Background: an optimization exercise with open tools, aiming at a short achievable clock period and few clock cycles. Do not read the settings as production practice. The RTL was checked by simulation tests, not by an equivalence proof against the original design. No activity file was given, so power comes from the tool's default toggle rates.

--- flow/design.v ---
package mipsPkg;
    typedef logic [31:0] wordT;
    typedef logic [29:0] wordAddrT;
    typedef logic [4:0]  regIdxT;
    typedef logic [15:0] immT;
    localparam wordT ResetPc = 32'h0000_0000;
    localparam int   NumRegs = 32;
    typedef enum logic [5:0] {
        opRtype = 6'h00,
        opJ     = 6'h02,
        opBeq   = 6'h04,
        opAddi  = 6'h08,
        opLw    = 6'h23,
        opSw    = 6'h2b
    } opcodeT;
    typedef enum logic [5:0] {
        fnAdd = 6'h20,
        fnSub = 6'h22,
        fnAnd = 6'h24,
        fnOr  = 6'h25,
        fnSlt = 6'h2a
    } functT;
    typedef enum logic [2:0] {
        aluAdd = 3'd0,
        aluSub = 3'd1,
        aluAnd = 3'd2,
        aluOr  = 3'd3,
        aluSlt = 3'd4
    } aluCtrlT;
    typedef enum logic [1:0] {
        fwdNone = 2'd0,
        fwdMem  = 2'd1,
        fwdWb   = 2'd2
    } fwdSelT;
    typedef struct packed {
        logic    regWrite;
        logic    memRead;
        logic    memWrite;
        logic    branch;
        logic    aluSrcImm;
        aluCtrlT aluCtrl;
    } ctrlT;
    typedef struct packed {
        wordT instr;
        wordT pcPlus4;
    } ifIdRegT;
    typedef struct packed {
        ctrlT   ctrl;
        regIdxT rs;
        regIdxT rt;
        regIdxT wsel;
        wordT   opA;
        wordT   opB;
        wordT   imm;
        wordT   branchTarget;
    } idExRegT;
    typedef struct packed {
        logic   regWrite;
        logic   memRead;
        logic   memWrite;
        logic   branch;
        logic   zero;
        wordT   aluOut;
        wordT   storeData;
        regIdxT wsel;
        wordT   branchTarget;
    } exMemRegT;
    typedef struct packed {
        logic   regWrite;
        logic   memRead;
        wordT   aluOut;
        wordT   loadData;
        regIdxT wsel;
    } memWbRegT;
endpackage
`timescale 1ns/1ns
module registerFile (
    input  logic          clk,
    input  logic          rst_n,
    input  logic [31:1]   writeSel,
    input  logic [31:0]   writeData,
    output logic [991:0]  q             
);
    logic [31:0] regs [1:31];
    always_ff @(posedge clk or negedge rst_n) begin
        if (!rst_n) begin
            for (int i = 1; i < 32; i++) begin
                regs[i] <= '0;
            end
        end else begin
            for (int i = 1; i < 32; i++) begin
                if (writeSel[i]) regs[i] <= writeData;
            end
        end
    end
    always_comb begin
        for (int i = 1; i < 32; i++) begin
            q[32*(i-1) +: 32] = regs[i];
        end
    end
endmodule
module readTree (
    input  logic [991:0] q,
    input  logic [31:0]  wb,
    input  logic [31:0]  wd,
    input  logic [31:0]  im,
    input  logic [31:1]  selR,
    input  logic         selWb,
    input  logic         selWd,
    input  logic         selIm,
    output logic [31:0]  y
);
    logic [33:0] s;
    assign s = {selIm, selWd, selWb, selR};
    for (genvar b = 0; b < 32; b++) begin : gBit
        logic [33:0] d;
        logic [16:0] l1;
        logic [5:0]  l2;
        logic [1:0]  l3;
        for (genvar i = 0; i < 31; i++) begin : gD
            assign d[i] = q[32*i + b];
        end
        assign d[31] = wb[b];
        assign d[32] = wd[b];
        assign d[33] = im[b];
        for (genvar k = 0; k < 17; k++) begin : gL1
            rtAoi22 u (.a1(s[2*k]), .b1(d[2*k]), .a2(s[2*k+1]), .b2(d[2*k+1]), .y(l1[k]));
        end
        for (genvar k = 0; k < 5; k++) begin : gL2
            rtNand3 u (.a(l1[3*k]), .b(l1[3*k+1]), .c(l1[3*k+2]), .y(l2[k]));
        end
        ksNand2 uL2 (.a(l1[15]), .b(l1[16]), .y(l2[5]));
        rtNor3 uL3a (.a(l2[0]), .b(l2[1]), .c(l2[2]), .y(l3[0]));
        rtNor3 uL3b (.a(l2[3]), .b(l2[4]), .c(l2[5]), .y(l3[1]));
        ksNand2 uL4 (.a(l3[0]), .b(l3[1]), .y(y[b]));
    end
endmodule
module rtAoi22 (input logic a1, b1, a2, b2, output logic y);
    assign y = ~((a1 & b1) | (a2 & b2));
endmodule
module rtNand3 (input logic a, b, c, output logic y);
    assign y = ~(a & b & c);
endmodule
module rtNor3 (input logic a, b, c, output logic y);
    assign y = ~(a | b | c);
endmodule
`timescale 1ns/1ns
module fetchNext (
    input  logic [31:0] ins,
    input  logic [29:0] pc,
    input  logic [29:0] takenTgt,   
    input  logic        taken,      
    input  logic        stall,
    input  logic        hold,       
    input  logic        run,        
    output logic [29:0] pc1,
    output logic [29:0] next,
    output logic        redir
);
    logic        isJ, take;
    logic [5:0]  lo;
    logic [24:0] hiUp, hiDn;
    logic [29:0] jt, bt, tgt, seq;
    logic        sT, sR, sS, sH, ok;
    assign pc1  = pc + 30'd1;
    assign hiUp = pc[29:5] + 25'd1;
    assign hiDn = pc[29:5] - 25'd1;
    logic        stay;
    fetchDecide fetchDecide_i (.ins(ins), .taken(taken), .isJ(isJ), .redir(redir), .take(take),
                               .stay(stay));
    assign lo    = {1'b0, pc[4:0]} + {1'b0, ins[4:0]} + 6'd1;
    assign jt    = {pc1[29:26], ins[25:0]};
    assign bt    = {ins[15] ? (lo[5] ? pc[29:5] : hiDn) : (lo[5] ? hiUp : pc[29:5]), lo[4:0]};
    assign seq = stall ? pc : pc1;
    assign tgt = isJ ? jt : bt;
    assign ok  = run & ~hold;
    assign sT  = taken & ok;
    assign sR  = take & ok;              
    assign sS  = stay & ok;              
    assign sH  = hold & run;
    for (genvar i = 0; i < 30; i++) begin : gNext
        mux4oh u (.s0(sT), .d0(takenTgt[i]), .s1(sR), .d1(tgt[i]), .s2(sS), .d2(seq[i]),
                  .s3(sH), .d3(pc[i]), .y(next[i]));
    end
endmodule
module fetchDecide (
    input  logic [31:0] ins,
    input  logic        taken,
    output logic        isJ,
    output logic        redir,
    output logic        take,
    output logic        stay
);
    logic [4:0] x;
    logic       sameRsRt, opHi0, isBeqOp, isBs, allZ, allO, short;
    assign x        = ~(ins[25:21] ^ ins[20:16]);
    assign sameRsRt = &x;
    assign opHi0    = ~(ins[31] | ins[30] | ins[29] | ins[26]);
    assign isJ      = opHi0 & ~ins[28] &  ins[27];
    assign isBeqOp  = opHi0 &  ins[28] & ~ins[27];
    assign isBs     = isBeqOp & sameRsRt;
    assign allZ     = ~(|ins[15:5]);
    assign allO     = &ins[15:5];
    assign short    = allZ | allO;
    assign redir    = isJ | (isBs & short);
    assign take     = redir & ~taken;
    assign stay     = ~(redir | taken);
endmodule
module mux3oh (input logic s0, d0, s1, d1, s2, d2, output logic y);
    logic n01;
    rtAoi22 u01 (.a1(s0), .b1(d0), .a2(s1), .b2(d1), .y(n01));
    logic n2;
    ksNand2 u2 (.a(s2), .b(d2), .y(n2));
    ksNand2 uy (.a(n01), .b(n2), .y(y));
endmodule
module mux4oh (input logic s0, d0, s1, d1, s2, d2, s3, d3, output logic y);
    logic n01, n23;
    rtAoi22 u01 (.a1(s0), .b1(d0), .a2(s1), .b2(d1), .y(n01));
    rtAoi22 u23 (.a1(s2), .b1(d2), .a2(s3), .b2(d3), .y(n23));
    ksNand2 uy (.a(n01), .b(n23), .y(y));
endmodule
`timescale 1ns/1ns
module aluFwd (
    input  logic [31:0] a,
    input  logic [31:0] b,           
    input  logic        bInv,        
    input  logic        opArith,     
    input  logic        opAnd,
    input  logic        opOr,
    input  logic        opSlt,
    input  logic [31:0] loadData,    
    input  logic        selA,
    input  logic        selB,
    input  logic        selS,
    input  logic        invNext,     
    input  logic [31:0] altA,
    input  logic [31:0] altB,        
    input  logic [31:0] altS,
    output logic [31:0] res,
    output logic [31:0] nextA,
    output logic [31:0] nextB,
    output logic [31:0] nextS,
    output logic        eq
);
    logic [31:0] sum, early;
    logic        lt;
    ksAdd32 ksAdd32_i (.a(a), .b(b), .cin(bInv), .s(sum), .eq(eq));
    assign lt    = (a[31] == b[31]) ? a[31] : sum[31];
    assign early = ({32{opAnd}} & (a & b)) | ({32{opOr}} & (a | b)) | loadData;
    assign res   = ({32{opArith}} & sum) | {31'd0, opSlt && lt} | early;
    assign nextA = ({32{selA && opArith}} & sum) | {31'd0, selA && opSlt && lt} |
                   ({32{selA}} & early) | altA;
    assign nextB = ((({32{selB && opArith}} & sum) | {31'd0, selB && opSlt && lt} |
                     ({32{selB}} & early)) ^ {32{selB && invNext}}) | altB;
    assign nextS = ({32{selS && opArith}} & sum) | {31'd0, selS && opSlt && lt} |
                   ({32{selS}} & early) | altS;
endmodule
module ksAdd32 (
    input  logic [31:0] a,
    input  logic [31:0] b,
    input  logic        cin,
    output logic [31:0] s,
    output logic        eq
);
    logic [31:0] p;
    logic [5:0][31:0] G;
    logic [5:0][31:0] P;
    assign p = a ^ b;
    assign G[0][0]    = (a[0] & b[0]) | (p[0] & cin);
    assign G[0][31:1] = a[31:1] & b[31:1];
    assign P[0]       = p;
    for (genvar l = 0; l < 5; l++) begin : gLevel
        localparam int D = 1 << l;
        for (genvar i = 0; i < 32; i++) begin : gBit
            if (i >= 2 * D) begin : gBlack
                if (l % 2 == 0) begin : gN
                    ksBlackN u (.gh(G[l][i]), .ph(P[l][i]), .gl(G[l][i-D]), .pl(P[l][i-D]),
                                .gn(G[l+1][i]), .pn(P[l+1][i]));
                end else begin : gP
                    ksBlackP u (.ghN(G[l][i]), .phN(P[l][i]), .glN(G[l][i-D]), .plN(P[l][i-D]),
                                .g(G[l+1][i]), .p(P[l+1][i]));
                end
            end else if (i >= D) begin : gGray
                if (l % 2 == 0) begin : gN
                    ksGrayN u (.gh(G[l][i]), .ph(P[l][i]), .gl(G[l][i-D]), .gn(G[l+1][i]));
                end else begin : gP
                    ksGrayP u (.ghN(G[l][i]), .phN(P[l][i]), .glN(G[l][i-D]), .g(G[l+1][i]));
                end
                assign P[l+1][i] = 1'b0;     
            end else begin : gPass
                assign G[l+1][i] = ~G[l][i];
                assign P[l+1][i] = 1'b0;
            end
        end
    end
    assign s[0]    = p[0] ^ cin;
    assign s[31:1] = ~(p[31:1] ^ G[5][30:0]);
    logic [15:0] e1;
    logic [7:0]  e2;
    logic [3:0]  e3;
    logic [1:0]  e4;
    for (genvar i = 0; i < 16; i++) begin : gEq1
        ksNor2 u (.a(p[2*i]), .b(p[2*i+1]), .y(e1[i]));
    end
    for (genvar i = 0; i < 8; i++) begin : gEq2
        ksNand2 u (.a(e1[2*i]), .b(e1[2*i+1]), .y(e2[i]));
    end
    for (genvar i = 0; i < 4; i++) begin : gEq3
        ksNor2 u (.a(e2[2*i]), .b(e2[2*i+1]), .y(e3[i]));
    end
    for (genvar i = 0; i < 2; i++) begin : gEq4
        ksNand2 u (.a(e3[2*i]), .b(e3[2*i+1]), .y(e4[i]));
    end
    ksNor2 uEq5 (.a(e4[0]), .b(e4[1]), .y(eq));
endmodule
module ksBlackN (input logic gh, ph, gl, pl, output logic gn, pn);
    assign gn = ~(gh | (ph & gl));
    assign pn = ~(ph & pl);
endmodule
module ksGrayN (input logic gh, ph, gl, output logic gn);
    assign gn = ~(gh | (ph & gl));
endmodule
module ksBlackP (input logic ghN, phN, glN, plN, output logic g, p);
    assign g = ~(ghN & (phN | glN));
    assign p = ~(phN | plN);
endmodule
module ksGrayP (input logic ghN, phN, glN, output logic g);
    assign g = ~(ghN & (phN | glN));
endmodule
module ksNor2 (input logic a, b, output logic y);
    assign y = ~(a | b);
endmodule
module ksNand2 (input logic a, b, output logic y);
    assign y = ~(a & b);
endmodule
module mux3ohW #(
    parameter int W = 1
) (
    input  logic         sq,
    input  logic [W-1:0] q,
    input  logic         sm,
    input  logic [W-1:0] m,
    input  logic         sd,
    input  logic [W-1:0] d,
    output logic [W-1:0] y
);
    for (genvar i = 0; i < W; i++) begin : gBit
        mux3oh u (.s0(sq), .d0(q[i]), .s1(sm), .d1(m[i]), .s2(sd), .d2(d[i]), .y(y[i]));
    end
endmodule
`timescale 1ns/1ns
module mipsPipeline (
    input  logic        clk,
    input  logic        rst_n,
    output logic [29:0] icacheAddr,
    input  logic [31:0] icacheRdata,
    input  logic        icacheStall,
    output logic        dcacheRen,
    output logic        dcacheWen,
    output logic [29:0] dcacheAddr,
    output logic [31:0] dcacheWdata,
    input  logic [31:0] dcacheRdata,
    input  logic        dcacheStall
);
    localparam logic [5:0] OpR = 6'h00, OpJ = 6'h02, OpBeq = 6'h04, OpAddi = 6'h08,
                           OpLw = 6'h23, OpSw = 6'h2b;
    localparam logic [5:0] FnAdd = 6'h20, FnSub = 6'h22, FnAnd = 6'h24, FnOr = 6'h25,
                           FnSlt = 6'h2a;
    logic freeze;
    assign freeze = icacheStall || dcacheStall;
    logic [29:0] pc;             
    logic        dValid;
    logic [31:0] dIns;
    logic [29:0] dPc1;
    logic        dAE, dAM, dAW, dBE, dBM, dBW, dBI, dSE, dSM, dSW, dInvB;
    logic [31:1] dAR, dBR, dSR;
    logic        eRegWrite, eRead, eWrite, eBeq;    
    logic        eELoad;                            
    logic        eArith, eInv, eAnd, eOr, eSlt;
    logic [4:0]  eWsel;
    logic [31:0] eA, eB, eS;
    logic [29:0] eBt;
    logic        mRegWrite, mRead;
    logic [4:0]  mWsel;
    logic [31:1] mWsel1h;
    logic [31:0] wsel1h;         
    logic [31:0] mAlu;
    logic        pRen, pWen;
    logic [29:0] pAddr;
    logic [31:0] pWdata;
    logic [31:0] wbData;
    logic        wRegWrite;
    logic [31:1] wWsel1h;
    logic [31:0] wData;
    logic [31:0] aluOut;
    logic        stallD;
    logic        takenE;
    logic [29:0] dBt;
    logic [29:0] pc1, pcNext;
    logic        fRedir;
    logic [29:0] icAddr;
    assign icacheAddr = icAddr;
    always_ff @(posedge clk) begin
        icAddr <= pcNext;
    end
    fetchNext fetchNext_i (
        .ins      (icacheRdata),
        .pc       (pc),
        .takenTgt (eBt),
        .taken    (takenE),
        .stall    (stallD),
        .hold     (freeze),
        .run      (rst_n),
        .pc1      (pc1),
        .next     (pcNext),
        .redir    (fRedir)
    );
    always_ff @(posedge clk or negedge rst_n) begin
        if (!rst_n) begin
            pc <= '0;
        end else begin
            pc <= pcNext;
        end
    end
    always_ff @(posedge clk or negedge rst_n) begin
        if (!rst_n) begin
            dValid <= 1'b0;
        end else if (!freeze) begin
            if (takenE)           dValid <= 1'b0;
            else if (!stallD)     dValid <= !fRedir;
        end
    end
    always_ff @(posedge clk) begin
        if (!freeze && !stallD) begin
            dIns   <= icacheRdata;
            dPc1   <= pc1;
        end
    end
    logic [5:0]  op, fn;
    logic [4:0]  rs, rt, rd, wsel;
    logic [31:0] immExt;
    logic        isR, isAddi, isLw, isSw, isBeq, useImm;
    logic        regWrite, usesRs, usesRt;
    logic [31:0] valA, valB, valS, nextA, nextB, nextS;
    assign op = dIns[31:26];
    assign fn = dIns[5:0];
    assign rs = dIns[25:21];
    assign rt = dIns[20:16];
    assign rd = dIns[15:11];
    assign immExt = {{16{dIns[15]}}, dIns[15:0]};
    assign isR    = dValid && (op == OpR) &&
                    (fn == FnAdd || fn == FnSub || fn == FnAnd || fn == FnOr || fn == FnSlt);
    assign isAddi = dValid && (op == OpAddi);
    assign isLw   = dValid && (op == OpLw);
    assign isSw   = dValid && (op == OpSw);
    assign isBeq  = dValid && (op == OpBeq);
    assign dBt    = dPc1 + immExt[29:0];
    assign useImm = (op == OpAddi) || (op == OpLw) || (op == OpSw);
    assign wsel     = (op == OpR) ? rd : rt;
    assign regWrite = (isR || isAddi || isLw) && (wsel != 5'd0);
    assign usesRs   = isR || isAddi || isLw || isSw || isBeq;
    assign usesRt   = isR || isSw || isBeq;
    logic [991:0] regQ;
    registerFile registerFile_i (
        .clk       (clk),
        .rst_n     (rst_n),
        .writeSel  (wWsel1h),
        .writeData (wData),
        .q         (regQ)
    );
    readTree readA_i (.q(regQ), .wb(wbData), .wd(wData), .im(immExt),
                      .selR(dAR), .selWb(dAM), .selWd(dAW), .selIm(1'b0), .y(valA));
    readTree readB_i (.q(regQ), .wb(wbData), .wd(wData), .im(immExt),
                      .selR(dBR), .selWb(dBM), .selWd(dBW), .selIm(dBI), .y(valB));
    readTree readS_i (.q(regQ), .wb(wbData), .wd(wData), .im(immExt),
                      .selR(dSR), .selWb(dSM), .selWd(dSW), .selIm(1'b0), .y(valS));
    logic matchEB;
    assign matchEB = eRegWrite && (eWsel == rt);
    logic early;
    assign early = (isLw || (isSw && !matchEB)) && (rs == 5'd0) && !(eRead || eWrite);
    logic [4:0]  rsN, rtN;
    logic [5:0]  opN, fnN;
    logic        immN, hitEA, hitMA, hitWA, hitEB, hitMB, hitWB;
    logic [31:0] rsN1h, rtN1h;
    assign rsN   = stallD ? rs : icacheRdata[25:21];
    assign rtN   = stallD ? rt : icacheRdata[20:16];
    assign opN   = stallD ? op : icacheRdata[31:26];
    assign fnN   = stallD ? fn : icacheRdata[5:0];
    assign immN  = (opN == OpAddi) || (opN == OpLw) || (opN == OpSw);
    assign hitEA = !stallD && regWrite && (wsel == rsN);
    assign hitMA = eRegWrite && (eWsel == rsN);
    assign hitWA = mRegWrite && (mWsel == rsN);
    assign hitEB = !stallD && regWrite && (wsel == rtN);
    assign hitMB = eRegWrite && (eWsel == rtN);
    assign hitWB = mRegWrite && (mWsel == rtN);
    logic [31:1] pend1h;
    always_comb begin
        pend1h = mWsel1h | wsel1h[31:1];
        if (!stallD && regWrite) pend1h[wsel] = 1'b1;
    end
    logic validN, isRN, usesRsN, usesRtN, stallNext;
    assign validN    = stallD ? dValid : !fRedir;
    assign isRN      = (opN == OpR) &&
                       (fnN == FnAdd || fnN == FnSub || fnN == FnAnd || fnN == FnOr || fnN == FnSlt);
    assign usesRsN   = isRN || (opN == OpAddi) || (opN == OpLw) || (opN == OpSw) || (opN == OpBeq);
    assign usesRtN   = isRN || (opN == OpSw) || (opN == OpBeq);
    assign stallNext = !stallD && !takenE && validN && isLw && !early && regWrite &&
                       ((usesRsN && wsel == rsN) || (usesRtN && wsel == rtN));
    always_ff @(posedge clk or negedge rst_n) begin
        if (!rst_n) begin
            stallD <= 1'b0;
        end else if (!freeze) begin
            stallD <= stallNext;
        end
    end
    always_comb begin
        rsN1h = '0;
        rtN1h = '0;
        rsN1h[rsN] = 1'b1;
        rtN1h[rtN] = 1'b1;
    end
    always_ff @(posedge clk) begin
        if (!freeze) begin
            dAE   <= hitEA;
            dAM   <= !hitEA && hitMA;
            dAW   <= !hitEA && !hitMA && hitWA;
            dAR   <= rsN1h[31:1] & ~pend1h;
            dBE   <= !immN && hitEB;
            dBM   <= !immN && !hitEB && hitMB;
            dBW   <= !immN && !hitEB && !hitMB && hitWB;
            dBI   <= immN;
            dBR   <= rtN1h[31:1] & ~pend1h & {31{!immN}};
            dSE   <= hitEB;
            dSM   <= !hitEB && hitMB;
            dSW   <= !hitEB && !hitMB && hitWB;
            dSR   <= rtN1h[31:1] & ~pend1h;
            dInvB <= (opN == OpR) && (fnN == FnSub || fnN == FnSlt);
        end
    end
    always_ff @(posedge clk or negedge rst_n) begin
        if (!rst_n) begin
            eRegWrite <= 1'b0;
            eRead     <= 1'b0;
            eWrite    <= 1'b0;
            eELoad    <= 1'b0;
            eBeq      <= 1'b0;
        end else if (!freeze) begin
            if (takenE || stallD) begin
                eRegWrite <= 1'b0;
                eRead     <= 1'b0;
                eWrite    <= 1'b0;
                eELoad    <= 1'b0;
                eBeq      <= 1'b0;
            end else begin
                eRegWrite <= regWrite;
                eRead     <= isLw && !early;
                eWrite    <= isSw && !early;
                eELoad    <= isLw && early;
                eBeq      <= isBeq;
            end
        end
    end
    logic        pRenNext, pWenNext;
    logic [29:0] pAddrNext;
    logic [31:0] pWdataNext;
    logic pSelQ, pSelM, pSelD;
    assign pSelQ = freeze;
    assign pSelM = !freeze && (eRead || eWrite);
    assign pSelD = !freeze && !(eRead || eWrite);
    mux3ohW #(.W(62)) muxP_i (
        .sq (pSelQ), .q ({pAddr, pWdata}),
        .sm (pSelM), .m ({aluOut[31:2], eS}),
        .sd (pSelD), .d ({immExt[31:2], valS}),
        .y  ({pAddrNext, pWdataNext})
    );
    mux3ohW #(.W(2)) muxPen_i (
        .sq (pSelQ && rst_n), .q ({pRen, pWen}),
        .sm (pSelM && rst_n), .m ({eRead, eWrite}),
        .sd (pSelD && rst_n), .d ({isLw && early && !takenE && !stallD,
                                   isSw && early && !takenE && !stallD}),
        .y  ({pRenNext, pWenNext})
    );
    always_ff @(posedge clk) begin
        pRen <= pRenNext;
        pWen <= pWenNext;
    end
    always_ff @(posedge clk) begin
        pAddr  <= pAddrNext;
        pWdata <= pWdataNext;
    end
    always_ff @(posedge clk) begin
        if (!freeze) begin
            eArith <= isR ? (fn == FnAdd || fn == FnSub) : !(isLw && early);
            eInv   <= isR && (fn == FnSub || fn == FnSlt);
            eAnd  <= isR && fn == FnAnd;
            eOr   <= isR && fn == FnOr;
            eSlt  <= isR && fn == FnSlt;
            eWsel <= wsel;
            eA    <= nextA;
            eB    <= nextB;
            eS    <= nextS;
            eBt   <= dBt;
        end
    end
    logic eqE;
    aluFwd aluFwd_i (
        .a        (eA),
        .b        (eB),
        .bInv     (eInv),
        .opArith  (eArith),
        .opAnd    (eAnd),
        .opOr     (eOr),
        .opSlt    (eSlt),
        .loadData ({32{eELoad}} & dcacheRdata),
        .selA     (dAE),
        .selB     (dBE),
        .selS     (dSE),
        .altA     (valA),
        .invNext  (dInvB),
        .altB     (valB ^ {32{dInvB && !dBE}}),
        .altS     (valS),
        .res      (aluOut),
        .nextA    (nextA),
        .nextB    (nextB),
        .nextS    (nextS),
        .eq       (eqE)
    );
    assign takenE = eBeq && eqE;
    always_comb begin
        wsel1h = '0;
        wsel1h[eWsel] = eRegWrite;
    end
    always_ff @(posedge clk or negedge rst_n) begin
        if (!rst_n) begin
            mRegWrite <= 1'b0;
            mRead     <= 1'b0;
            mWsel1h   <= '0;
        end else if (!freeze) begin
            mRegWrite <= eRegWrite;
            mRead     <= eRead;
            mWsel1h   <= wsel1h[31:1];
        end
    end
    always_ff @(posedge clk) begin
        if (!freeze) begin
            mWsel <= eWsel;
            mAlu  <= aluOut;
        end
    end
    assign dcacheRen   = pRen;
    assign dcacheWen   = pWen;
    assign dcacheAddr  = pAddr;
    assign dcacheWdata = pWdata;
    assign wbData      = mRead ? dcacheRdata : mAlu;
    always_ff @(posedge clk or negedge rst_n) begin
        if (!rst_n) begin
            wRegWrite <= 1'b0;
            wWsel1h   <= '0;
        end else if (!freeze) begin
            wRegWrite <= mRegWrite;
            wWsel1h   <= mWsel1h;
        end
    end
    always_ff @(posedge clk) begin
        if (!freeze) begin
            wData <= wbData;
        end
    end
endmodule
--- flow/flow/run.sh ---
#!/bin/bash
cp standard.sh standard_sh.txt
cp config.mk config_orig.txt
echo 'export ADDER_MAP_FILE =' >> config.mk
bash standard.sh > standard.log 2>&1
--- flow/standard.sh ---
#!/bin/bash
# synth_recipe.tcl (not shown) runs the flow's synth.tcl, then flattens the netlist and writes it again
# the make line also repeats each setting of config.mk as NAME=value (left out here)
make -C /OpenROAD-flow-scripts/flow DESIGN_CONFIG=/design/flow/config.mk WORK_HOME=/design/flow/orfs CLKGATE_MAP_FILE= SYNTH_SCRIPT=/design/flow/synth_recipe.tcl "${@:-finish}"
--- flow/config.mk ---
export PLATFORM = sky130hd
export DESIGN_NAME = mipsPipeline
export DESIGN_NICKNAME = mipsPipeline
export VERILOG_FILES = /design/flow/design.v
export SDC_FILE = /design/flow/constraint.sdc
export NUM_CORES = 4
export LEC_CHECK = 0
export CAP_MARGIN = 20
export CORE_MARGIN = 10
export CORE_UTILIZATION = 50
export PLACE_DENSITY = 0.65
export SETUP_SLACK_MARGIN = 5
export SLEW_MARGIN = 20
export SYNTH_HIERARCHICAL = 1
export SYNTH_MINIMUM_KEEP_SIZE = 0
export ADDER_MAP_FILE =
--- flow/constraint.sdc ---
create_clock -name core_clock -period 8.0 [get_ports {clk}]
set_input_delay 1.6000 -clock core_clock [delete_from_list [all_inputs] [get_ports {clk}]]
set_output_delay 1.6000 -clock core_clock [all_outputs]
set_load 0.01 [all_outputs]
==> flow_metrics.tcl, run 1 <==
set metrics [dict create \
    via_per_inst 7.06 \
    gp_congestion 0.949 \
    synthDistinctLibCells 98 \
    status "complete, no violations" \
    skew_ns 0.0619 \
    rsz0062_at_grt "yes" \
    syn_to_final_growth_pct 13.3 \
    ys_seq_area_frac 0.420 \
    hold_violations 0 \
    place_area_sq_um 101000 \
    fin_area_sq_um 109000 \
    cts.reportedPaths.clkPinSlew_ns 0.06 \
    synth_area_leader_cell "dfrtp_1" \
    dp.final_hpwl_mm 224 \
    drive_above_1_share 0.510 \
    power.leakage_nw 43.1 \
    use_met2 0.496 \
    core_region_area_sq_um 191000 \
    period_needed_ns 3.05 \
    worstSetupPathType "register to register" \
    wl_mm 377 \
    synth_top_flop_cell "dfrtp_1" \
    drtIter0Drc 9666 \
    syn_area_sq_um 96100 \
    maxSlewHeadroom 0.279 \
    fmax_mhz 328 \
    grt_use_met1 0.447 \
    grt_usage 0.342 \
    async_reset_ff_frac 0.702 \
    clk_latency_ns 0.87 \
    critPathBufInv 1 \
    slew_viol_final 0 \
    power_w 0.0228 \
    p_per_area_nw_per_um2 210 \
    antenna_left 0 \
    cts-root-buf "clkbuf_16" \
    routedWlPerCell_microns 35.1 \
    num_vias 75700 \
    slowest_delay_ns 0.67 \
    grt_overflow 0 \
    met3_usage 0.0819 \
    synth_edf_count 371 \
    drt-pass1-iter-count 6 \
    portBuffers 161 \
    ys_warn_count 9 \
    synthTopCellsByArea "dfrtp_1 (28%), a22oi_2 (23%), edfxtp_1 (12%)" \
    start_kind "register" \
    ir_drop_mv 0.235 \
    grt_pass1_vias 73800 \
    initial_core_util 0.504 \
    crit_slowest_cell "edfxtp_1" \
    regArea_sq_um 40500 \
    post-route-period-util 0.381 \
    hp-class "register to register" \
    remaining_drc_errors 0 \
    synth_seq_cells 1558 \
    yosysTopAreaCellShare 0.285 \
    grt-busiest-layer "met2" \
    htreeDepth 4 \
    worstMarginPinSlew_ns 1.08 \
    crit_fanout 27 \
    rows 160 \
    crit_family "simple AND/OR/NAND/NOR gates" \
    setup_viol 0 \
    final_util 0.571 \
    antenna_found_initial 4 \
    die_w_microns 458 \
    tns_ns 0 \
    hold_buffers 0 \
    grt_max_degree 130 \
    final_cell_mix "a22oi_2 (1,758), dfrtp_1 (1,058), mux2_2 (653)" \
    clockBufferDepth 3 \
    end_kind "register" \
    cp.arrival_ns 3.65 \
    syn_area_per_cell_sq_um 12.5 \
    die_h_microns 458 \
    fp.dieArea_sq_um 210000 \
    fill_cells 15500 \
    required_ns 8.60 \
    pin_count 162 \
    layout.cells.most_common "a22oi_2" \
    multi_input_area_sq_um 54800 \
    worstPathCellList "buf_4, a22oi_2, nand3_1, nor3_2, nand2_1, a21o_1" \
    cap_violations 0 \
    syn_inst 7687 \
    clkSinkCount 1558 \
    layout.nets 8123 \
    grt_pass1_wl_mm 533 \
    cts_tree "built" \
    cts_made_buffers 175 \
]
[worst paths after layout]
kind	start	endpoint	slack, ns	depth (start not counted)
setup / recovery	dAR[5]$_DFFE_PP_	eA[23]$_DFFE_PP_	4.95	6
hold / removal	eS[26]$_DFFE_PP_	pWdata[26]$_DFF_P_	0.47	2
setup reg to reg	dAR[5]$_DFFE_PP_	eA[23]$_DFFE_PP_	4.95	6
hold reg to reg	eS[26]$_DFFE_PP_	pWdata[26]$_DFF_P_	0.47	2
max in group asynchronous	rst_n	registerFile_i.regs[9][7]$_DFFE_PN0P_	5.37	3
min in group asynchronous	rst_n	registerFile_i.regs[9][17]$_DFFE_PN0P_	0.65	1
[registers in the layout (all words and copies together), names as in the netlist, 30 cells and up]
signal and flops:
pAddr 30, mAlu 32, wWsel1h 31, icAddr 30, dPc1 30, pc 30, eBt 30, pWdata 32
dAR 31, eB 32, dSR 31, registerFile_i.regs 992, mWsel1h 31, dBR 31, eS 32, wData 32
eA 32, dIns 32
[cell usage after synthesis, drive strengths merged, types with 14 or more instances]
cell type	count
o21ai	122
and4	14
nand3	545
and3	19
a21o	67
nand2	663
nand4	23
a211o	37
dfxtp	94
xnor2	153
mux2i	20
dfrtp	1093
clkbuf	197
a31oi	19
nand2b	24
edfxtp	371
a22oi	1762
nor3	271
and2	87
a221oi	36
nor2	246
or3	22
inv	67
o31ai	23
mux2	1043
buf	181
a21oi	141
or4	14
xor2	109
or2	19
nor4	60
[tightest hold or removal path, delay by kind of cell, from the launching register on]
| kind | cells | cell delay [ns] |
|---|---|---|
| AOI/OAI and AO/OA | 1 | 0.05 |
| DFF | 1 | 0.34 |
| and+or+nand+nor | 1 | 0.05 |
[timing repair]
action | 4_1_cts | 5_1_grt
setup endpoints to repair | 685 | 389
resized for setup | 575 | 165
hold endpoints to repair | 0 | 0
gates cloned | 9 | 2
buffers inserted | 52 | 63
pin swaps | 16 | 48
[power breakdown]
group | internal, W | switching [W] | total (W)
sequential | 0.00873 | 0.000709 | 0.00943
combinational | 0.00181 | 0.00321 | 0.00502
clock | 0.00479 | 0.00358 | 0.00837
[final cells by class]
class | count | share of cell area
inverter | 67 | 0.00249
timing repair inverter | 1 | 0.0000805
clock inverter | 64 | 0.00674
sequential | 1558 | 0.372
clock buffer | 268 | 0.0477
multi-input combinational | 5752 | 0.504
antenna | 3 | 0.0000690
tap | 2511 | 0.0289
timing repair buffer | 500 | 0.0381
[Yosys stat by module (local to each module, per instance), a selection]
module / cells inside / flops+latches
registerFile: 2204 / 992
ksAdd32: 103 / 0
ksGrayN: 1 / 0
mipsPipeline: 1625 / 566
ksBlackN: 2 / 0
aluFwd: 288 / 0
fetchDecide: 23 / 0
ksNand2: 1 / 0
rtAoi22: 1 / 0
ksBlackP: 2 / 0
ksGrayP: 1 / 0
ksNor2: 1 / 0
[through the flow]
step | instances | setup WS, ns | hold WS (ns)
floorplan | 7750 | 4.14 | 0.424
global placement | 10300 | 3.15 | 0.444
detailed placement | 10300 | 3.12 | 0.453
CTS | 10700 | 4.93 | 0.469
global route | 10700 | 4.82 | 0.487
finish | 10700 | 4.95 | 0.466
[kinds of logic after synthesis]
family / Yosys count / share of synthesized area
xor gates and xnor gates: 262 / 0.0240
adders and majority gates: 6 / 0.000638
muxes: 1063 / 0.140
AOI/OAI and AO/OA: 2313 / 0.276
DFF: 1558 / 0.420
buffers and inverters: 445 / 0.0284
other: 1 / 0.0000390
and+or+nand+nor: 2039 / 0.111
[per-layer routing]
| metal | routed length [microns] | vias to the layer above |
|---|---|---|
| li1 | - | 30700 |
| met1 | 148000 | 38800 |
| met2 | 159000 | 4933 |
| met3 | 38100 | 1230 |
| met4 | 31800 | 4 |
| met5 | 27 | - |
Testbench counts, summed over its fixed seeds: cycles 155,364.
==> run 2, diff against run 1 <==
--- a/flow/design.v
+++ b/flow/design.v
@@ -267,12 +267,12 @@
     logic [5:0][31:0] P;
     assign p = a ^ b;
-    assign G[0][0]    = (a[0] & b[0]) | (p[0] & cin);
-    assign G[0][31:1] = a[31:1] & b[31:1];
-    assign P[0]       = p;
+    assign G[0][0]    = ~((a[0] & b[0]) | (p[0] & cin));
+    assign G[0][31:1] = ~(a[31:1] & b[31:1]);
+    assign P[0]       = ~(a ^ b);
     for (genvar l = 0; l < 5; l++) begin : gLevel
         localparam int D = 1 << l;
         for (genvar i = 0; i < 32; i++) begin : gBit
             if (i >= 2 * D) begin : gBlack
-                if (l % 2 == 0) begin : gN
+                if (l % 2 == 1) begin : gN
                     ksBlackN u (.gh(G[l][i]), .ph(P[l][i]), .gl(G[l][i-D]), .pl(P[l][i-D]),
                                 .gn(G[l+1][i]), .pn(P[l+1][i]));
@@ -282,5 +282,5 @@
                 end
             end else if (i >= D) begin : gGray
-                if (l % 2 == 0) begin : gN
+                if (l % 2 == 1) begin : gN
                     ksGrayN u (.gh(G[l][i]), .ph(P[l][i]), .gl(G[l][i-D]), .gn(G[l+1][i]));
                 end else begin : gP
@@ -295,5 +295,5 @@
     end
     assign s[0]    = p[0] ^ cin;
-    assign s[31:1] = ~(p[31:1] ^ G[5][30:0]);
+    assign s[31:1] = p[31:1] ^ G[5][30:0];
     logic [15:0] e1;
     logic [7:0]  e2;
@@ -455,5 +455,7 @@
     assign isSw   = dValid && (op == OpSw);
     assign isBeq  = dValid && (op == OpBeq);
-    assign dBt    = dPc1 + immExt[29:0];
+    logic [31:0] dBtSum;
+    ksAdd32 addBt_i (.a({2'b00, dPc1}), .b({2'b00, immExt[29:0]}), .cin(1'b0), .s(dBtSum), .eq());
+    assign dBt    = dBtSum[29:0];
     assign useImm = (op == OpAddi) || (op == OpLw) || (op == OpSw);
     assign wsel     = (op == OpR) ? rd : rt;
==> flow/flow/run.sh (replaced) <==
#!/bin/bash
cp standard.sh standard_sh.txt
cp config.mk config_orig.txt
echo 'export ADDER_MAP_FILE =' >> config.mk
bash standard.sh MATCH_CELL_FOOTPRINT=0 "BUFFER_PORTS_ARGS=-buffer_cell sky130_fd_sc_hd__buf_4" finish > standard.log 2>&1
--- a/flow/config.mk
+++ b/flow/config.mk
@@ -8,6 +8,6 @@
 export CAP_MARGIN = 20
 export CORE_MARGIN = 10
-export CORE_UTILIZATION = 50
-export PLACE_DENSITY = 0.65
+export CORE_UTILIZATION = 40
+export PLACE_DENSITY = 0.55
 export SETUP_SLACK_MARGIN = 5
 export SLEW_MARGIN = 20
==> flow_metrics.tcl, run 2 <==
set metrics [dict create \
    fill_cells 21700 \
    rows 180 \
    fp.dieArea_sq_um 262000 \
    grt_max_degree 177 \
    ys_warn_count 9 \
    syn_area_per_cell_sq_um 12.4 \
    worstPathCellList "buf_4, or2_4, clkinv_16, buf_16" \
    cts_tree "built" \
    regArea_sq_um 40500 \
    tns_ns 0 \
    syn_to_final_growth_pct 13.7 \
    largest_reg_flops 992 \
    drtIter0Drc 8859 \
    period_needed_ns 3.14 \
    cp.arrival_ns 3.52 \
    maxSlewHeadroom 0.213 \
    setup_viol 0 \
    initial_core_util 0.402 \
    grt_usage 0.292 \
    rsz0062_at_grt "yes" \
    required_ns 8.38 \
    clkSinkCount 1558 \
    skew_ns 0.0580 \
    syn_inst 7773 \
    num_vias 75300 \
    post-route-period-util 0.393 \
    end_kind "register" \
    syn_area_sq_um 96600 \
    multi_input_area_sq_um 55000 \
    crit_fanout 176 \
    final_cells 11500 \
    die_h_microns 512 \
    slew_viol_final 0 \
    grt_pass1_wl_mm 561 \
    clk_latency_ns 0.87 \
    dp.final_hpwl_mm 238 \
    ir_drop_mv 0.190 \
    core_region_area_sq_um 241000 \
    final_cell_mix "a22oi_2 (1,758), dfrtp_1 (1,055), nand2_1 (743)" \
    fmax_mhz 318 \
    top_register "registerFile_i.regs" \
    cts_made_buffers 182 \
    htreeDepth 4 \
    remaining_drc_errors 0 \
    grt_overflow 0 \
    worstMarginPinSlew_ns 1.18 \
    p_per_area_nw_per_um2 204 \
    hold_violations 0 \
    antenna_found_initial 6 \
    portBuffers 161 \
    gp_congestion 0.924 \
    layout.cells.most_common "a22oi_2" \
    clockBufferDepth 3 \
    drive_above_1_share 0.522 \
    worstSetupPathType "input port to register" \
    slowest_delay_ns 0.49 \
    placed_cells 11000 \
    pin_count 162 \
    grt_pass1_vias 73900 \
    cts-root-buf "clkbuf_16" \
    crit_slowest_cell "clkinv_16" \
    die_w_microns 512 \
    hp-class "register to register" \
    cts.reportedPaths.clkPinSlew_ns 0.06 \
    status "complete, no violations" \
    power.leakage_nw 43.1 \
    layout.nets 8208 \
    start_kind "input port" \
    wl_mm 404 \
    drt-pass1-iter-count 6 \
    cap_violations 0 \
    routedWlPerCell_microns 35.2 \
    antenna_left 0 \
    via_per_inst 6.55 \
]
==> run 2: what timing repair did <==
| action | CTS | global route |
|---|---|---|
| cloned | 1 | 5 |
| hold buffers | 0 | 0 |
| endpoints found under the setup margin | 517 | 531 |
| pin swaps | 11 | 38 |
| buffers inserted | 33 | 53 |
| resized for setup | 143 | 144 |
| hold endpoints to repair | 0 | 0 |
==> run 2: per-layer routing <==
layer,GRT usage,part of all wire,vias to the layer above
met5,0,0.000027,-
met4,0.164,0.067,2
met1,0.399,0.42,39000
met3,0.0696,0.096,1081
li1,-,-,30800
met2,0.421,0.42,4369
==> run 2: stage by stage <==
step | hold WS (ns) | setup WS, ns | instance area [sq um] | utilization | total power (W)
detailed placement | 0.448 | 3.72 | 102000 | 0.423 | 0.0136
global placement | 0.449 | 3.71 | 102000 | 0.423 | 0.0135
CTS | 0.461 | 4.87 | 109000 | 0.452 | 0.0223
floorplan | 0.424 | 3.18 | 97300 | - | 0.0118
finish | 0.459 | 4.86 | 110000 | 0.457 | 0.0224
global route | 0.473 | 4.91 | 110000 | 0.457 | 0.0230
==> run 2: critical path, delay by kind of cell <==
kind                   cells  cell delay [ns]
buffers and inverters      3             1.02
and+or+nand+nor            1             0.39
==> run 2: worst paths after layout <==
kind | slack, ns | start | cells after the start | endpoint
min in group asynchronous | 0.74 | rst_n | 1 | registerFile_i.regs[5][17]$_DFFE_PN0P_
min | 0.46 | eS[23]$_DFFE_PP_ | 2 | pWdata[23]$_DFF_P_
max reg2reg | 4.92 | dIns[5]$_DFFE_PP_ | 7 | dAR[15]$_DFFE_PP_
max in group asynchronous | 5.32 | rst_n | 3 | wWsel1h[9]$_DFFE_PN0P_
min reg2reg | 0.46 | eS[23]$_DFFE_PP_ | 2 | pWdata[23]$_DFF_P_
max | 4.86 | dcacheStall | 4 | wData[26]$_DFFE_PP_
==> run 2: layout make-up <==
class,instances,share of cell area
inverter,102,0.00378
multi-input combinational,5829,0.501
tap,3185,0.0363
timing repair buffer,467,0.0352
clock inverter,66,0.00709
sequential,1558,0.369
clock buffer,272,0.0482
antenna,2,0.0000455
==> run 2: power by group <==
group          internal, W  switching, W  total [W]
Sequential         0.00869      0.000644    0.00933
Clock              0.00497       0.00365    0.00863
Combinational      0.00161       0.00286    0.00446
Testbench counts of run 2, summed over its fixed seeds: cycles 155,364.
==> run 3, diff against run 2 <==
--- a/flow/design.v
+++ b/flow/design.v
@@ -349,4 +349,18 @@
     end
 endmodule
+module portSel (
+    input  logic hold,
+    input  logic fromM,
+    output logic sq,
+    output logic sm,
+    output logic sd
+);
+    assign sq = hold;
+    assign sm = !hold && fromM;
+    assign sd = !hold && !fromM;
+endmodule
+module stallOr (input logic a, b, output logic y);
+    assign y = a | b;
+endmodule
 `timescale 1ns/1ns
 module mipsPipeline (
@@ -367,6 +381,10 @@
     localparam logic [5:0] FnAdd = 6'h20, FnSub = 6'h22, FnAnd = 6'h24, FnOr = 6'h25,
                            FnSlt = 6'h2a;
-    logic freeze;
-    assign freeze = icacheStall || dcacheStall;
+    logic       freeze;
+    logic [9:0] fz;
+    assign freeze = fz[9];
+    for (genvar k = 0; k < 10; k++) begin : gFz
+        stallOr u (.a(icacheStall), .b(dcacheStall), .y(fz[k]));
+    end
     logic [29:0] pc;             
     logic        dValid;
@@ -410,5 +428,5 @@
         .taken    (takenE),
         .stall    (stallD),
-        .hold     (freeze),
+        .hold     (fz[0]),
         .run      (rst_n),
         .pc1      (pc1),
@@ -426,5 +444,5 @@
         if (!rst_n) begin
             dValid <= 1'b0;
-        end else if (!freeze) begin
+        end else if (!fz[0]) begin
             if (takenE)           dValid <= 1'b0;
             else if (!stallD)     dValid <= !fRedir;
@@ -432,5 +450,5 @@
     end
     always_ff @(posedge clk) begin
-        if (!freeze && !stallD) begin
+        if (!fz[0] && !stallD) begin
             dIns   <= icacheRdata;
             dPc1   <= pc1;
@@ -512,5 +530,5 @@
         if (!rst_n) begin
             stallD <= 1'b0;
-        end else if (!freeze) begin
+        end else if (!fz[0]) begin
             stallD <= stallNext;
         end
@@ -523,5 +541,5 @@
     end
     always_ff @(posedge clk) begin
-        if (!freeze) begin
+        if (!fz[1]) begin
             dAE   <= hitEA;
             dAM   <= !hitEA && hitMA;
@@ -533,4 +551,8 @@
             dBI   <= immN;
             dBR   <= rtN1h[31:1] & ~pend1h & {31{!immN}};
+        end
+    end
+    always_ff @(posedge clk) begin
+        if (!fz[2]) begin
             dSE   <= hitEB;
             dSM   <= !hitEB && hitMB;
@@ -547,5 +569,5 @@
             eELoad    <= 1'b0;
             eBeq      <= 1'b0;
-        end else if (!freeze) begin
+        end else if (!fz[3]) begin
             if (takenE || stallD) begin
                 eRegWrite <= 1'b0;
@@ -566,18 +588,24 @@
     logic [29:0] pAddrNext;
     logic [31:0] pWdataNext;
-    logic pSelQ, pSelM, pSelD;
-    assign pSelQ = freeze;
-    assign pSelM = !freeze && (eRead || eWrite);
-    assign pSelD = !freeze && !(eRead || eWrite);
-    mux3ohW #(.W(62)) muxP_i (
-        .sq (pSelQ), .q ({pAddr, pWdata}),
-        .sm (pSelM), .m ({aluOut[31:2], eS}),
-        .sd (pSelD), .d ({immExt[31:2], valS}),
-        .y  ({pAddrNext, pWdataNext})
-    );
+    logic [3:0] pSelQ, pSelM, pSelD;
+    logic [63:0] pMuxQ, pMuxM, pMuxD, pMuxY;
+    assign pMuxQ = {2'b00, pAddr, pWdata};
+    assign pMuxM = {2'b00, aluOut[31:2], eS};
+    assign pMuxD = {2'b00, immExt[31:2], valS};
+    for (genvar k = 0; k < 4; k++) begin : gPort
+        portSel sel_i (.hold(fz[8]), .fromM(eRead || eWrite),
+                       .sq(pSelQ[k]), .sm(pSelM[k]), .sd(pSelD[k]));
+        mux3ohW #(.W(16)) mux_i (
+            .sq (pSelQ[k]), .q (pMuxQ[16*k +: 16]),
+            .sm (pSelM[k]), .m (pMuxM[16*k +: 16]),
+            .sd (pSelD[k]), .d (pMuxD[16*k +: 16]),
+            .y  (pMuxY[16*k +: 16])
+        );
+    end
+    assign {pAddrNext, pWdataNext} = pMuxY[61:0];
     mux3ohW #(.W(2)) muxPen_i (
-        .sq (pSelQ && rst_n), .q ({pRen, pWen}),
-        .sm (pSelM && rst_n), .m ({eRead, eWrite}),
-        .sd (pSelD && rst_n), .d ({isLw && early && !takenE && !stallD,
+        .sq (freeze && rst_n), .q ({pRen, pWen}),
+        .sm (!freeze && (eRead || eWrite) && rst_n), .m ({eRead, eWrite}),
+        .sd (!freeze && !(eRead || eWrite) && rst_n), .d ({isLw && early && !takenE && !stallD,
                                    isSw && early && !takenE && !stallD}),
         .y  ({pRenNext, pWenNext})
@@ -592,5 +620,5 @@
     end
     always_ff @(posedge clk) begin
-        if (!freeze) begin
+        if (!fz[3]) begin
             eArith <= isR ? (fn == FnAdd || fn == FnSub) : !(isLw && early);
             eInv   <= isR && (fn == FnSub || fn == FnSlt);
@@ -600,5 +628,13 @@
             eWsel <= wsel;
             eA    <= nextA;
+        end
+    end
+    always_ff @(posedge clk) begin
+        if (!fz[4]) begin
             eB    <= nextB;
+        end
+    end
+    always_ff @(posedge clk) begin
+        if (!fz[5]) begin
             eS    <= nextS;
             eBt   <= dBt;
@@ -638,5 +674,5 @@
             mRead     <= 1'b0;
             mWsel1h   <= '0;
-        end else if (!freeze) begin
+        end else if (!fz[6]) begin
             mRegWrite <= eRegWrite;
             mRead     <= eRead;
@@ -645,5 +681,5 @@
     end
     always_ff @(posedge clk) begin
-        if (!freeze) begin
+        if (!fz[6]) begin
             mWsel <= eWsel;
             mAlu  <= aluOut;
@@ -659,5 +695,5 @@
             wRegWrite <= 1'b0;
             wWsel1h   <= '0;
-        end else if (!freeze) begin
+        end else if (!fz[7]) begin
             wRegWrite <= mRegWrite;
             wWsel1h   <= mWsel1h;
@@ -665,5 +701,5 @@
     end
     always_ff @(posedge clk) begin
-        if (!freeze) begin
+        if (!fz[7]) begin
             wData <= wbData;
         end
--- a/flow/config.mk
+++ b/flow/config.mk
@@ -8,6 +8,6 @@
 export CAP_MARGIN = 20
 export CORE_MARGIN = 10
-export CORE_UTILIZATION = 40
-export PLACE_DENSITY = 0.55
+export CORE_UTILIZATION = 50
+export PLACE_DENSITY = 0.65
 export SETUP_SLACK_MARGIN = 5
 export SLEW_MARGIN = 20
==> flow_metrics.tcl, run 3 <==
set metrics [dict create \
    status "complete, no violations" \
    endpoint "eS[26]$_DFFE_PN_" \
    wl_mm 380 \
    gp_congestion 0.956 \
    cts_tree "built" \
    grt_pass1_wl_mm 538 \
    slowest_delay_ns 0.62 \
    grt_pass1_vias 74700 \
    tns_ns 0 \
    seq_power_share 0.441 \
    grt_max_degree 167 \
    htreeDepth 4 \
    cts-root-buf "clkbuf_16" \
    hold_buffers 0 \
    cts_made_buffers 175 \
    remaining_drc_errors 0 \
    end_kind "register" \
    dp.final_hpwl_mm 226 \
    syn_area_per_cell_sq_um 12.5 \
    worstMarginPinSlew_ns 1.10 \
    post-route-period-util 0.375 \
    ir_drop_mv 0.252 \
    crit_slowest_cell "edfxtp_1" \
    power_frac_comb 0.250 \
    grt_overflow 0 \
    r2r-start "dSR[10]$_DFFE_PN_" \
    core_region_area_sq_um 193000 \
    portBuffers 161 \
    ys_warn_count 9 \
    rrSetupSlack_ns 5.00 \
    fp.dieArea_sq_um 212000 \
    power.leakage_nw 40.2 \
    syn_area_sq_um 96800 \
    num_vias 75700 \
    worstSetupPathType "register to register" \
    worstPathCellList "buf_8, buf_4, a22oi_2, nand3_1, nor3_2, nand2_1, a21o_1" \
    setup_viol 0 \
    pin_count 162 \
    grt_usage 0.345 \
    via_per_inst 7.01 \
    syn_to_final_growth_pct 12.5 \
    slew_viol_final 0 \
    rr_endpoint "eS[26]$_DFFE_PN_" \
    switching_share 0.333 \
    p_per_area_nw_per_um2 249 \
    top_register "registerFile_i.regs" \
    largest_reg_flops 992 \
    placed_cells 10400 \
    syn_inst 7747 \
    cp.arrival_ns 3.61 \
    fin_area_sq_um 109000 \
    clockBufferDepth 3 \
    final_cells 10800 \
    rows 161 \
    layout.cells.most_common "a22oi_2" \
    fmax_mhz 333 \
    cap_violations 0 \
    p_sw_w 0.00903 \
    p_int_w 0.0181 \
    die_h_microns 460 \
    cts.reportedPaths.clkPinSlew_ns 0.06 \
    start_kind "register" \
    final_cell_mix "a22oi_2 (1,758), dfrtp_1 (1,054), mux2_2 (677)" \
    routedWlPerCell_microns 35.2 \
    drive_above_1_share 0.530 \
    die_w_microns 460 \
    rsz0062_at_grt "yes" \
    skew_ns 0.0362 \
    period_needed_ns 3.00 \
    startpoint "dSR[10]$_DFFE_PN_" \
    layout.nets 8180 \
    drt-pass1-iter-count 6 \
    clk_latency_ns 0.86 \
    place_area_sq_um 101000 \
    r2r_cells 7 \
    required_ns 8.61 \
    clkSinkCount 1558 \
    antenna_found_initial 8 \
    hp-class "register to register" \
    hold_violations 0 \
    crit_fanout 20 \
    antenna_left 0 \
    power.share.clock 0.309 \
    maxSlewHeadroom 0.270 \
    initial_core_util 0.503 \
    drtIter0Drc 9755 \
]
[run 3: how the worst min path moves through the flow]
stage,slack (ns),end,startpoint,cells past startpoint
finish,0.46,pWdata[27]$_DFF_P_,eS[27]$_DFFE_PN_,2
global route,0.47,pWdata[20]$_DFF_P_,eS[20]$_DFFE_PN_,2
CTS,0.46,pWdata[20]$_DFF_P_,eS[20]$_DFFE_PN_,2
detailed placement,0.45,pWdata[30]$_DFF_P_,eS[30]$_DFFE_PN_,2
global placement,0.45,pWdata[29]$_DFF_P_,eS[29]$_DFFE_PN_,2
floorplan,0.42,mWsel[0]$_DFFE_PN_,eWsel[0]$_DFFE_PN_,0
[run 3: repair_timing]
action,CTS,global route
pin swaps,12,41
setup buffers,26,65
endpoints found under the hold margin,0,0
resized for setup,109,147
endpoints found under the setup margin,263,210
cloned,2,2
[run 3: layout make-up]
| class | instances | area (sq um) |
|---|---|---|
| clock buffer | 262 | 5130 |
| sequential | 1558 | 40500 |
| antenna | 1 | 2.50 |
| tap | 2526 | 3160 |
| fill | 15900 | 83600 |
| timing repair buffer | 469 | 3770 |
| inverter | 110 | 438 |
| multi-input combinational | 5798 | 55300 |
| clock inverter | 64 | 761 |
[run 3: metrics by stage]
stage               power [W]  utilization  hold WS, ns  setup slack [ns]
detailed placement     0.0186        0.526        0.451              3.67
CTS                    0.0269        0.560        0.464              4.93
global route           0.0281        0.566        0.474              4.91
floorplan              0.0165            -        0.424              3.12
global placement       0.0183        0.526        0.447              3.66
finish                 0.0271        0.566        0.465              5.00
[run 3: power by group through the flow]
stage	Clock, W	Sequential [W]	Combinational [W]
global route	0.00878	0.0122	0.00711
finish	0.00840	0.0120	0.00679
floorplan	0	0.0118	0.00472
detailed placement	0	0.0120	0.00656
global placement	0	0.0119	0.00643
CTS	0.00845	0.0119	0.00660
[run 3: metal layers]
metal	vias up	wire (microns)	global-route usage
met2	5272	158000	0.493
li1	30800	-	-
met1	38400	150000	0.461
met5	-	13	0
met3	1207	42500	0.0926
met4	2	29300	0.220
[run 3: critical path: cells and delay by family, from the launching register on]
| family | cells | cell delay, ns |
|---|---|---|
| AO/OA/AOI/OAI | 2 | 0.45 |
| flip-flops | 1 | 0.62 |
| buffers and inverters | 2 | 0.59 |
| AND/OR/NAND/NOR | 3 | 1.09 |
Testbench counts of run 3, summed over its fixed seeds: cycles 155,364.
==> run 4, diff against run 3 <==
==> flow/flow/run.sh (replaced) <==
#!/bin/bash
cp standard.sh standard_sh.txt
cp config.mk config_orig.txt
echo 'export ADDER_MAP_FILE =' >> config.mk
bash standard.sh > standard.log 2>&1
==> flow_metrics.tcl, run 4 <==
set metrics [dict create \
    cp.arrival_ns 3.75 \
    dp.final_hpwl_mm 228 \
    clockBufferDepth 3 \
    power_frac_comb 0.250 \
    hold_buffers 0 \
    pin_count 162 \
    drive_above_1_share 0.535 \
    wl_mm 386 \
    start_kind "register" \
    tns_ns 0 \
    crit_fanout 18 \
    cts-root-buf "clkbuf_16" \
    core_region_area_sq_um 193000 \
    r2r-start "dBR[1]$_DFFE_PN_" \
    power.share.clock 0.314 \
    initial_core_util 0.503 \
    routedWlPerCell_microns 35.5 \
    p_sw_w 0.00912 \
    rsz0062_at_grt "yes" \
    gp_congestion 0.950 \
    setup_viol 0 \
    status "complete, no violations" \
    cts.reportedPaths.clkPinSlew_ns 0.06 \
    skew_ns 0.0431 \
    hold_violations 0 \
    worstSetupPathType "register to register" \
    drt-pass1-iter-count 9 \
    required_ns 8.60 \
    slew_viol_final 0 \
    portBuffers 161 \
    layout.nets 8254 \
    fp.dieArea_sq_um 212000 \
    power.leakage_nw 40.7 \
    clkSinkCount 1558 \
    maxSlewHeadroom 0.247 \
    p_int_w 0.0183 \
    syn_to_final_growth_pct 13.7 \
    fin_ws_ns 4.85 \
    grt_overflow 0 \
    die_h_microns 460 \
    p_per_area_nw_per_um2 249 \
    top_register "registerFile_i.regs" \
    largest_reg_flops 992 \
    grt_max_degree 152 \
    post-route-period-util 0.394 \
    seq_power_share 0.436 \
    worstHoldStart "eS[19]$_DFFE_PN_" \
    num_vias 76400 \
    syn_area_sq_um 96800 \
    die_w_microns 460 \
    cap_violations 0 \
    antenna_left 0 \
    cts_tree "built" \
    place_ws_ns 3.34 \
    rows 161 \
    grt_pass1_wl_mm 545 \
    hp-class "register to register" \
    cts_made_buffers 177 \
    startpoint "dBR[1]$_DFFE_PN_" \
    via_per_inst 7.03 \
    htreeDepth 4 \
    final_cell_mix "a22oi_2 (1,758), dfrtp_1 (1,057), mux2_2 (677)" \
    switching_share 0.333 \
    worst_hold_path.num_cells 2 \
    layout.cells.most_common "a22oi_2" \
    clk_latency_ns 0.86 \
    remaining_drc_errors 0 \
    grt_pass1_vias 74900 \
    antenna_found_initial 11 \
    fmax_mhz 317 \
    grt_usage 0.350 \
    period_needed_ns 3.15 \
    syn_inst 7747 \
    r2r_cells 8 \
    worstMarginPinSlew_ns 1.13 \
    end_kind "register" \
    ys_warn_count 9 \
    drtIter0Drc 9777 \
    ir_drop_mv 0.251 \
    syn_area_per_cell_sq_um 12.5 \
    holdWs_ns 0.461 \
]
==> run 4: worst paths after layout <==
| kind | endpoint | slack (ns) |
|---|---|---|
| hold reg to reg | pWdata[19]$_DFF_P_ | 0.46 |
| setup / recovery | eB[19]$_DFFE_PN_ | 4.85 |
| max in group asynchronous | wWsel1h[25]$_DFFE_PN0N_ | 5.35 |
| min in group asynchronous | registerFile_i.regs[26][1]$_DFFE_PN0P_ | 0.73 |
| setup reg to reg | eB[19]$_DFFE_PN_ | 4.85 |
| hold / removal | pWdata[19]$_DFF_P_ | 0.46 |
==> run 4: power by group through the flow <==
stage               clock network (W)  logic [W]  registers, W
finish                        0.00860    0.00685        0.0120
global route                  0.00901    0.00716        0.0122
CTS                           0.00866    0.00663        0.0119
detailed placement                  0    0.00659        0.0120
global placement                    0    0.00647        0.0119
floorplan                           0    0.00472        0.0118
==> run 4: final cells by class <==
| type | count | area, sq um |
|---|---|---|
| Inverter | 110 | 452 |
| Clock buffer | 245 | 5040 |
| Multi-Input combinational cell | 5802 | 55500 |
| Clock inverter | 88 | 1050 |
| Fill cell | 15800 | 82500 |
| Timing Repair Buffer | 537 | 4290 |
| Tap cell | 2526 | 3160 |
| Sequential cell | 1558 | 40500 |
| Antenna cell | 6 | 15.0 |
==> run 4: timing repair <==
| action | in CTS | in global routing |
|---|---|---|
| setup endpoints to repair | 480 | 411 |
| gates resized for setup | 615 | 192 |
| cloned | 7 | 3 |
| pin swaps | 23 | 51 |
| setup buffers | 66 | 87 |
==> run 4: through the flow <==
step | std cells | util | instance area (sq um) | total power (W)
after floorplan | 7812 | - | 97600 | 0.0165
after global placement | 10400 | 0.528 | 102000 | 0.0183
after detailed placement | 10400 | 0.528 | 102000 | 0.0186
after CTS | 10800 | 0.565 | 109000 | 0.0272
after global routing | 10900 | 0.571 | 110000 | 0.0284
final | 10900 | 0.572 | 110000 | 0.0274
==> run 4: per-layer routing <==
| layer | track usage | wire length (microns) | vias to the layer above |
|---|---|---|---|
| li1 | - | - | 30900 |
| met5 | 0 | 35 | - |
| met2 | 0.496 | 160000 | 5223 |
| met3 | 0.0917 | 42400 | 1319 |
| met4 | 0.241 | 32100 | 6 |
| met1 | 0.466 | 152000 | 39000 |
==> run 4: critical path: stages, from the launching register on <==
cell and delay [ns]:
edfxtp_1 0.37, buf_4 0.30, buf_4 0.38, a22oi_2 0.25, nand3_1 0.18, nor3_2 0.59, nand2_1 0.35, xnor2_1 0.22
a211o_1 0.25

## separate check: timing with driven ports
The flow's constraints put no driver on any port. The routed layouts listed below were extracted and timed again, unchanged, in two steps.
Step 1 sets driving cells, clkbuf_16 on the clock port and buf_2 on the other inputs (assumed; they add their load-dependent delay and slew).
Step 2 moves the port delays by t, midway between the first and last clock arrival at a register: inputs arrive t later, outputs are due t later. That takes back most of the time a late clock gives input paths.
Slacks: ideal ports / drivers / drivers and shift; pairs: ideal ports / drivers.
run	t, ns	setup slack, ns	worst setup path at the end
run 1	0.929	4.952 / 4.941 / 4.094	input to register
run 2	0.931	4.858 / 4.917 / 3.991	input to register
run 3	0.938	5.000 / 4.908 / 4.134	input to register
run 4	0.924	4.850 / 4.850 / 4.123	input to register
After both steps setup and hold are still met in every run listed. The setup slack of run 2, which loses most, moves by +0.059 ns with the drivers and by -0.867 ns with both steps.
